Background: an optimization exercise with open tools, aiming at small area, a short achievable clock period and few clock cycles per item. Do not read the settings as production practice.
The RTL was checked by simulation tests, not by an equivalence proof against the original design.

the baseline:
// ep_filter_stream
module ep_filter_stream #(
  parameter int unsigned PIX_W = 8,
  parameter int unsigned WIN   = 3,
  parameter int unsigned WGT_W = 4
) (
  input  logic                     clk,
  input  logic                     rst_n,
  input  logic                     in_valid,
  output logic                     in_ready,
  input  logic [WIN*WIN*PIX_W-1:0] in_win,
  input  logic                     in_sof,
  input  logic                     in_eol,
  input  logic [3:0]               thr_shift,
  input  logic                     bypass,
  output logic                     out_valid,
  input  logic                     out_ready,
  output logic [PIX_W-1:0]         out_pix,
  output logic                     out_sof,
  output logic                     out_eol
);
Size: roughly 3600 cells after synthesis, about 540 flip-flops.
Settings: LEC_CHECK=0, ABC_AREA=1, CAP_MARGIN=20, CORE_MARGIN=2, CORE_UTILIZATION=40, SETUP_SLACK_MARGIN=1.8, SLEW_MARGIN=20, SYNTH_HIERARCHICAL=1; clock period 5.0 ns.
run.sh (not shown) runs the stock make flow with config.mk's settings and CLKGATE_MAP_FILE= SYNTH_SCRIPT=/design/flow/synth_recipe.tcl, a recipe that flattens the netlist after the stock synthesis.
Looking at the reports, the baseline completed the entire flow and the layout it produced met the timing, DRC and antenna checks.
Testbench counts of the baseline, summed over its fixed seeds: cycles 16,064, items 16,000.
Input-level comparison between the candidate and the baseline:
Settings: ABC_AREA removed (was 1); SETUP_SLACK_MARGIN changed from 1.8 to 2.0.
Every run (the candidate and the baseline) finished clean.
The baseline reports its startpoint-to-endpoint class of the critical path as reg2out while the candidate reports in2reg.
There was hardly any difference in aggregate negative setup slack between the candidate and the baseline.
The baseline → the candidate: max-capacitance violation count about even; multi-input gate share of total cell area went up; worst path buffer plus inverter count went up 2; final-layout non-clock buffer area share has increased.
The critical path capture point comes out out_pix[6] in one run and w1_s1[0]$_SDFF_PP0_ in the other, namely in the baseline and the candidate respectively.

* * *

## the reference run
Another version of the RTL of ep_filter_stream (not shown whole).
Size in the first run: ~3200 cells after synthesis, ~480 flip-flops.
// ep_filter_stream
module ep_filter_stream #(
  parameter int unsigned PIX_W = 8,
  parameter int unsigned WIN   = 3,
  parameter int unsigned WGT_W = 4
) (
  input  logic                     clk,
  input  logic                     rst_n,
  input  logic                     in_valid,
  output logic                     in_ready,
  input  logic [WIN*WIN*PIX_W-1:0] in_win,
  input  logic                     in_sof,
  input  logic                     in_eol,
  input  logic [3:0]               thr_shift,
  input  logic                     bypass,
  output logic                     out_valid,
  input  logic                     out_ready,
  output logic [PIX_W-1:0]         out_pix,
  output logic                     out_sof,
  output logic                     out_eol
);
clock: 5.0 ns
lec_check: 0
abc_area: 1
cap_margin: 20
core_margin: 2
core_utilization: 40
cts_buf_list: sky130_fd_sc_hd__clkbuf_8
cts_cluster_diameter: 50
cts_cluster_size: 16
setup_slack_margin: 2.1
slew_margin: 20
synth_hierarchical: 1
tns_end_percent: 20
standard.sh (not shown) runs the stock make flow with config.mk's settings and CLKGATE_MAP_FILE= SYNTH_SCRIPT=/design/flow/synth_recipe.tcl, a recipe that flattens the netlist after the stock synthesis.
==> flow/flow/run.sh <==
#!/bin/bash
# The standard layout (the standard.sh, unchanged), except that the port buffers that
# global placement inserts on every input and output are sky130_fd_sc_hd__buf_2 cells rather
# than the resizer's default pick; timing repair still resizes them where it needs to.
# The ORFS tools write their logs under orfs/logs/; make's own output goes to standard.log.
set -euo pipefail
bash standard.sh BUFFER_PORTS_ARGS="-buffer_cell sky130_fd_sc_hd__buf_2" finish > standard.log 2>&1
Testbench counts of the reference run, summed over its fixed seeds: cycles 16,064, items 16,000.
The following lists how the trial run was set up differently from the reference run:
Settings: a deleted TNS_END_PERCENT that had been 20.
==> flow/flow/run.sh <==
#!/bin/bash
# The standard layout (the standard.sh and synthesis script, unchanged), except that:
#  - the port buffers that global placement inserts on every input and output are
#    sky130_fd_sc_hd__buf_2 cells rather than the resizer's default pick (timing repair still
#    resizes them where it needs to);
#  - synthesis maps adders with Yosys's default (Brent-Kung) carry-lookahead instead of ORFS's
#    Kogge-Stone extra map: SYNTH_OPERATIONS_ARGS replaces that extra map with -noshare, which
#    the standard flow's synthesis script passes to every synth call anyway.
# The ORFS tools write their logs under orfs/logs/; make's own output goes to standard.log.
set -euo pipefail
bash standard.sh BUFFER_PORTS_ARGS="-buffer_cell sky130_fd_sc_hd__buf_2" SYNTH_OPERATIONS_ARGS="-noshare" finish > standard.log 2>&1
## What came out
In the tables for the trial run and the reference run, via density per instance reads higher with the reference run. Changes observed in the trial run relative to the reference run: worst setup slack shows a reduction of 11 ps, number of antenna violations at the first check in global routing shows an increase of 3. Relative to the reference run, final instance area has decreased by 1.4% in the trial run. The trial run -> the reference run: storage element area flat.

## re-timing with driven ports
No port has a modelled driver above. Below, the same layouts with a new extraction and two added sets of constraints.
Step 1: set_driving_cell puts a clkbuf_16 on clk and a buf_2 on each other input, an assumption about the parent block.
Step 2, shift: input delay + t, output delay - t, t = (earliest + latest rising clock arrival at the registers) / 2. This alone moves slack from input paths to output paths.
a / b / c = no drivers / after step 1 / after step 2; a / b = the first two.
run | shift t [ns] | setup WS [ns] | worst setup path at the end | worst register clock-pin slew, ns | cell pins on the clock port's net
the baseline | 0.678 | 1.840 / 1.778 / 1.258 | input to register | 0.07 / 0.07 | 1
the candidate | 0.697 | 1.674 / 1.679 / 0.983 | input to register | 0.07 / 0.07 | 1
the reference run | 0.746 | 2.076 / 2.043 / 1.297 | input to register | 0.10 / 0.10 | 1
the trial run | 0.720 | 2.065 / 2.056 / 1.335 | input to register | 0.11 / 0.11 | 1
After both steps setup and hold are still met in every run listed. For the reference run, which loses most, drivers alone change the setup slack by -0.033 ns; drivers and shift together by -0.779 ns.
